Background: an optimization exercise with open tools, aiming at small area and a short achievable clock period. Do not read the settings as production practice.
The RTL was checked by simulation tests, not by an equivalence proof against the original design.
Power figures rest on the tool's default switching activity, not on a simulated workload.

==> flow/design.v <==
module rpn_cpu_core #(
    parameter int DATA_W      = 8,
    parameter int NREG        = 32,
    parameter int ADDR_W      = 8,
    parameter int STACK_DEPTH = 4
) (
    input  logic                            clk,
    input  logic                            reset,
    input  logic                            step,
    input  logic [3:0]                      evt,
    input  logic [DATA_W-1:0]               din,
    input  logic [11+2*DATA_W+ADDR_W-1:0]   instr,
    output logic [ADDR_W-1:0]               ip,
    output logic [DATA_W-1:0]               dout,
    output logic [DATA_W-1:0]               gpo,
    output logic [DATA_W-1:0]               flags
);
    localparam int RA_W = $clog2(NREG);
    localparam int SP_W = $clog2(STACK_DEPTH + 1);
    localparam int ST_W = (STACK_DEPTH > 1) ? $clog2(STACK_DEPTH) : 1;
    localparam int FLAG_A = NREG - 1;
    localparam int DOUT_A = NREG - 2;
    localparam int GPO_A = NREG - 3;
    localparam int DIN_A = NREG - 4;
    localparam int OFLW_B = 4;
    localparam int SHFT_B = 5;
    localparam int STKERR_B = 6;
    logic [DATA_W-1:0] regs_q  [NREG];
    logic [DATA_W-1:0] regs_d  [NREG];
    logic [ADDR_W-1:0] stack_q [STACK_DEPTH];
    logic [ADDR_W-1:0] stack_d [STACK_DEPTH];
    logic [ADDR_W-1:0] ip_q, ip_d;
    logic [SP_W-1:0]   sp_q, sp_d;
    logic [3:0]        grp;
    logic [2:0]        cmd;
    logic [1:0]        t1, t2;
    logic [DATA_W-1:0] a1, a2;
    logic [ADDR_W-1:0] addr;
    assign {grp, cmd, t1, a1, t2, a2, addr} = instr;
    logic [DATA_W-1:0] r1_dir, r1_ind, r2_dir, r2_ind, num1, num2, acc;
    logic [RA_W-1:0]   loc1, loc2;
    assign r1_dir = regs_q[a1[RA_W-1:0]];
    assign r1_ind = regs_q[r1_dir[RA_W-1:0]];
    assign r2_dir = regs_q[a2[RA_W-1:0]];
    assign r2_ind = regs_q[r2_dir[RA_W-1:0]];
    assign num1 = (t1 == 2'd1) ? r1_dir : (t1 == 2'd2) ? r1_ind : a1;
    assign num2 = (t2 == 2'd1) ? r2_dir : (t2 == 2'd2) ? r2_ind : a2;
    assign loc1 = (t1 == 2'd1) ? a1[RA_W-1:0] : (t1 == 2'd2) ? r1_dir[RA_W-1:0] : '0;
    assign loc2 = (t2 == 2'd1) ? a2[RA_W-1:0] : (t2 == 2'd2) ? r2_dir[RA_W-1:0] : '0;
    assign acc  = regs_q[loc1];
    logic [DATA_W:0]          usum;
    logic signed [DATA_W:0]   ssum;
    logic [2*DATA_W-1:0]      uprod;
    logic signed [2*DATA_W-1:0] sprod;
    logic sad_ovf, smt_ovf;
    assign usum  = {1'b0, acc} + {1'b0, num2};
    assign ssum  = $signed({acc[DATA_W-1], acc}) + $signed({num2[DATA_W-1], num2});
    assign uprod = {{DATA_W{1'b0}}, acc} * {{DATA_W{1'b0}}, num2};
    assign sprod = $signed({{DATA_W{acc[DATA_W-1]}}, acc}) * $signed({{DATA_W{num2[DATA_W-1]}}, num2});
    assign sad_ovf = ssum[DATA_W] ^ ssum[DATA_W-1];
    assign smt_ovf = ~((&sprod[2*DATA_W-1:DATA_W-1]) | ~(|sprod[2*DATA_W-1:DATA_W-1]));
    logic [DATA_W-1:0] cmd_mask;
    logic [ADDR_W-1:0] ip_inc;
    logic              take;
    assign cmd_mask = DATA_W'(1) << cmd;
    assign ip_inc   = ip_q + ADDR_W'(1);
    always_comb begin
        unique case (cmd)
            3'd0:    take = 1'b1;
            3'd1:    take = (num1 == num2);
            3'd2:    take = (num1 < num2);
            3'd3:    take = ($signed(num1) < $signed(num2));
            3'd4:    take = (num1 <= num2);
            3'd5:    take = ($signed(num1) <= $signed(num2));
            default: take = 1'b0;
        endcase
    end
    always_comb begin
        for (int i = 0; i < NREG; i++) regs_d[i] = regs_q[i];
        for (int i = 0; i < STACK_DEPTH; i++) stack_d[i] = stack_q[i];
        ip_d    = ip_q;
        sp_d    = sp_q;
        if (step) begin
            ip_d = ip_inc;
            case (grp)
                4'd1: begin
                    case (cmd)
                        3'd1: begin
                            regs_d[loc2] = num1 << 1;
                            regs_d[FLAG_A][SHFT_B] = num1[DATA_W-1];
                        end
                        3'd2: begin
                            regs_d[loc2] = num1 >> 1;
                            regs_d[FLAG_A][SHFT_B] = num1[0];
                        end
                        default: regs_d[loc2] = num1;
                    endcase
                end
                4'd2: if (take) ip_d = addr;
                4'd3: begin
                    case (cmd)
                        3'd0: begin
                            regs_d[loc1] = usum[DATA_W-1:0];
                            regs_d[FLAG_A][OFLW_B] = usum[DATA_W];
                        end
                        3'd1: begin
                            regs_d[loc1] = ssum[DATA_W-1:0];
                            regs_d[FLAG_A][OFLW_B] = sad_ovf;
                        end
                        3'd2: begin
                            regs_d[loc1] = uprod[DATA_W-1:0];
                            regs_d[FLAG_A][OFLW_B] = |uprod[2*DATA_W-1:DATA_W];
                        end
                        3'd3: begin
                            regs_d[loc1] = sprod[DATA_W-1:0];
                            regs_d[FLAG_A][OFLW_B] = smt_ovf;
                        end
                        3'd4: regs_d[loc1] = acc & num2;
                        3'd5: regs_d[loc1] = acc | num2;
                        3'd6: regs_d[loc1] = acc ^ num2;
                        default: ;
                    endcase
                end
                4'd4: begin
                    if (|(regs_q[FLAG_A] & cmd_mask)) ip_d = addr;
                    regs_d[FLAG_A] = regs_q[FLAG_A] & ~cmd_mask;
                end
                4'd5: begin
                    if (cmd == 3'd0) begin
                        if (sp_q < SP_W'(STACK_DEPTH)) begin
                            stack_d[ST_W'(sp_q)] = ip_inc;
                            sp_d = sp_q + SP_W'(1);
                            ip_d = addr;
                        end else begin
                            regs_d[FLAG_A][STKERR_B] = 1'b1;
                        end
                    end else if (cmd == 3'd1) begin
                        if (sp_q != '0) begin
                            ip_d = stack_q[ST_W'(sp_q - SP_W'(1))];
                            sp_d = sp_q - SP_W'(1);
                        end else begin
                            regs_d[FLAG_A][STKERR_B] = 1'b1;
                        end
                    end
                end
                default: ;
            endcase
        end
        for (int j = 0; j < 4; j++) begin
            if (evt[j]) regs_d[FLAG_A][j] = 1'b1;
        end
        if (evt[3]) regs_d[DIN_A] = din;
    end
    always_ff @(posedge clk) begin
        if (reset) begin
            ip_q <= '0;
            sp_q <= '0;
            for (int i = 0; i < NREG; i++) regs_q[i] <= '0;
            for (int i = 0; i < STACK_DEPTH; i++) stack_q[i] <= '0;
        end else begin
            ip_q <= ip_d;
            sp_q <= sp_d;
            for (int i = 0; i < NREG; i++) regs_q[i] <= regs_d[i];
            for (int i = 0; i < STACK_DEPTH; i++) stack_q[i] <= stack_d[i];
        end
    end
    assign ip    = ip_q;
    assign dout  = regs_q[DOUT_A];
    assign gpo   = regs_q[GPO_A];
    assign flags = regs_q[FLAG_A];
endmodule
==> flow/run.sh <==
#!/bin/bash
# synth_recipe.tcl (not shown) runs the flow's synth.tcl, then flattens the netlist and writes it again
# the make line also repeats each setting of config.mk as NAME=value (left out here)
make -C /OpenROAD-flow-scripts/flow DESIGN_CONFIG=/design/flow/config.mk WORK_HOME=/design/flow/orfs CLKGATE_MAP_FILE= SYNTH_SCRIPT=/design/flow/synth_recipe.tcl finish
==> flow/config.mk <==
export PLATFORM = sky130hd
export DESIGN_NAME = rpn_cpu_core
export DESIGN_NICKNAME = rpn_cpu_core
export VERILOG_FILES = /design/flow/design.v
export SDC_FILE = /design/flow/constraint.sdc
export NUM_CORES = 4
export LEC_CHECK = 0
export CAP_MARGIN = 20
export CORE_MARGIN = 2
export CORE_UTILIZATION = 20
export SLEW_MARGIN = 20
==> flow/constraint.sdc <==
create_clock -name core_clock -period 13.0 [get_ports {clk}]
set_input_delay 2.6000 -clock core_clock [delete_from_list [all_inputs] [get_ports {clk}]]
set_output_delay 2.6000 -clock core_clock [all_outputs]
set_load 0.01 [all_outputs]
==> run notes <==
## power by group through the flow
| stage | combinational (mW) | clock (mW) | sequential, mW |
|---|---|---|---|
| after floorplan | 0.846 | 0 | 0.981 |
| after global routing | 1.89 | 1.40 | 0.978 |
| after detailed placement | 1.75 | 0 | 0.998 |
| after global placement | 1.77 | 0 | 0.998 |
| final | 1.81 | 1.36 | 0.983 |
| after CTS | 1.76 | 1.37 | 0.977 |
## registers in the layout, indices dropped and copies added (netlist names)
register and cells:
regs_q 256, stack_q 32, sp_q 3, ip_q 8
## kinds of logic (layout without fill, tap and decap cells)
kind of cell	Yosys count	count (layout)
compound gates	1209	1209
fa+ha+maj	178	178
simple gates	1646	1646
other cells	0	119
buf+inv	504	1141
flops	299	299
mux	134	134
xor+xnor	42	42
## routing by layer
metal / wire length [um] / up-vias / part of all wire
li1: - / 16400 / -
met1: 141000 / 22000 / 0.38
met2: 148000 / 3722 / 0.40
met3: 42600 / 1241 / 0.12
met4: 35300 / 58 / 0.096
met5: 380 / - / 0.0010
## synthesized netlist by cell type (85+ instances only)
library cell,instances
a22oi_1,149
fa_1,86
nand3_1,193
nand4_1,85
dfxtp_1,299
o21ai_0,108
ha_1,91
mux2i_1,106
nand2_1,415
clkbuf_1,162
a22o_1,85
buf_2,89
nor2_1,397
a21oi_1,251
inv_1,196
nor3_1,100
## worst max path at each step
stage	end	slack, ns	depth (start not counted)
after CTS	regs_q[31][4]	0.80	42
after detailed placement	regs_q[31][4]	0.10	42
after global routing	regs_q[31][4]	0.1	38
final	regs_q[31][4]	0.67	45
after global placement	regs_q[31][4]	-0.08	38
after floorplan	regs_q[31][4]	2.25	39
## worst max-delay path: cells and delay by family
family	cells	cell delay, ns
XOR/XNOR	1	0.06
buffers and inverters	13	2.65
AND/OR/NAND/NOR	12	1.77
AO/OA/AOI/OAI	14	3.72
adder cells (fa/ha/maj)	5	2.06
## final cells by class
cell class	instances	share of cell area
multi-input combinational	3209	0.548
timing repair buffer	864	0.178
sequential	299	0.150
tap	1930	0.0603
clock buffer	55	0.0290
inverter	200	0.0187
clock inverter	22	0.00847
antenna	119	0.00744
==> summary.md <==
| Metric | Value |
|---|---|
| Vias in the first global route | roughly 39k |
| Arrival time at the worst endpoint | roughly 13 ns |
| Later-pin clock latency in the skew report | around 0.73 ns |
| Setup WS pre-CTS | about 0.10 ns |
| Sequential share of the synthesized area | 0.200 |
| R2r worst-path depth | 39 |
| MaxCap Viol Count | 0 |
| Clock Path Buffers | 3 |
| First-pass GRT wire length | between 400 and 500 mm |
| Clock network power share | 0.327 |
| Placed inst area | ~38000 sq um |
| Met2 usage | 0.655 |
| Storage element area | about 6000 sq um |
| Cells after synthesis | between 4k and 5k |
| Async SR Flop Fraction | 0 |
| Commonest non-fill, non-tap cell in the layout | buf_4 |
| Synth top area share | 0.200 |
| Hold_buf cts | 0 |
| Routed Antenna Nets | 0 |
| Ys flop type | dfxtp_1 |
| Pre-antenna DRT Iters | 9 |
| Mean area per synthesized cell | roughly 7.5 sq um |
| Final GP Congestion | between 1 and 1.5 |
| P_int | about 2.3 mW |
| Most frequent cells in the layout | 743 x buf_4, 414 x nand2_1, 394 x nor2_1 |
| Reg2Reg Capture Point | regs_q[31][4] |
| Leak pwr | between 15 and 20 nW |
| Largest net degree at the start of global routing | 96 |
| Simple-gate portion of the synthesized area | 0.277 |
| Sequential power share | 0.237 |
| Compound-gate portion of the synthesized area | 0.294 |
| Worst slew margin | 0.0916 |
| Wire length per cell | around 55 um |
| Final instance area | approximately 40000 sq um |
| Die Y | 391 um |
| Initial Util | 0.202 |
| Synth-to-Final Area Change | 34.0% |
| Slowest cell on crit path | a2111oi_0 |
| Vias | roughly 43k |
| Final Hold Vio Count | 0 |
| Number of setup violations in the final report | 0 |
| Hold depth | 2 |
| Final Non-Filler Cells | roughly 6.7k |
| Initial antenna violation count | 118 |
| TritonCTS buffer count | 43 |
| Multiplexer share of the synthesized area | 0.0464 |
| Final Power | 4.15 mW |
| Tightest Pin Transition | about 1.4 ns |
| # port buffers | 81 |
| Area share of fa/ha/maj cells after synthesis | 0.0960 |
| Routed wire length | around 370 mm |
| Worst hold path type | reg2reg |
| Final Worst Setup Slack | around 0.67 ns |
| Worst IR drop on VDD | around 0.13 mV |
| # rows | 141 |
| Boundary pin count | 82 |
| Mapped Area | between 20000 and 30000 sq um |
| CP dominant cell by count | buf_4 |
| Placed insts | 6501 |
| Switching Share | 0.436 |
| Vias/cell | around 6.5 |
| Worst reg2reg setup slack | 2.68 ns |
| Die area | approximately 150000 sq um |
| CTS tree | yes |
| Most crowded layer after global routing | met2 |
| First DRT Iteration DRCs | around 6.7k |
| Sink Count | between 200 and 300 |
| Top cell type by total area after synthesis | dfxtp_1 |
| Largest family of logic cells by synthesized area | compound AO/OA/AOI/OAI gates |
| GR met3 Demand/Resource | 0.199 |
| Setup TNS | 0 ns |
| Critical path endpoint category | register |
| Max Slew Vio Count | 0 |
| Max incr delay on CP | a little under 0.8 ns |
| Reg2reg start | regs_q[17][1] |
| Status | complete, no violations |
| Multi-input gate area in the final layout | approximately 22000 sq um |
| Synth Register Bits | ~300 |
| Final nets | around 4.8k |
| Util after Layout | 0.271 |
| Die width | around 400 um |
| Share of layout cells above drive strength 1 | 0.218 |
| Worst Clk Skew | between 0.09 and 0.1 ns |
| # DRC | 0 |
| Total core area | ~150000 sq um |
| Max H-tree Level | 2 |
| WHS | around 0.45 ns |
| Total grt overflow | 0 |
| Crit Path Category | in2reg |
| Worst EP required | ~14 ns |
| Library cells used by synthesis | between 100 and 150 |
| Dpl hpwl | roughly 270 mm |
| Power Density | 104 nW/um^2 |
| Worst Setup SP | instr[18] |
| CTS Root Cell | clkbuf_16 |
| YS warnings | 5 |
| Setup Buffers After CTS | 0 |
| Tmin final | 12.33 ns |
| Hold Path Origin | regs_q[2][4] |
| Sw Pwr | about 1.8 mW |
| Fmax | slightly above 80 MHz |
| Count of cells resized by post-cts repair | 0 |
| Final period utilization | 0.948 |
| Crit start category | primary input |
| Routing usage on met1 | 0.547 |
| RSZ-0062 raised after global routing | no |
| Syn nets | ~4.2k |
| Ranking of synthesized cells by area | dfxtp_1 20%, fa_1 5.8%, nand2_1 5.2% |
| Comb pwr share | 0.436 |
| CP Max Fanout | 23 |
| All-Layer GR Usage | 0.468 |
| Min-Delay Endpoint | regs_q[2][4] |
| Post-synth EDFFs | 0 |
| Worst-path clk slew | 0.08 ns |
| XOR/XNOR share of the synthesized area | 0.0123 |
| Filler cells | ~16k |

==> port drivers added, routing unchanged <==
In the flow no input, the clock included, has a driving cell. The finished layout below was timed again as built, in two steps.
Step 1: set_driving_cell puts a clkbuf_16 on clk and a buf_2 on each other input, an assumption about the parent block.
Step 2 times the ports against the registers' clock, not the clock port: input delays grow and output delays shrink by t, the midpoint of the rising clock arrivals with the driver on.
a / b / c = ideal ports / drivers / drivers and shift; a / b = the first two.
t (ns): 0.765
setup slack, ns: 0.675 / 0.717 / -0.048
worst register clock-pin slew, ns: 0.08 / 0.08
worst slew at a driven data input, ns: 0.06
pins driven straight from the clock port: 1
Met with ideal ports but missed after step 2: setup timing in this run. The setup slack of this run moves by +0.042 ns with the drivers and by -0.723 ns with both steps.
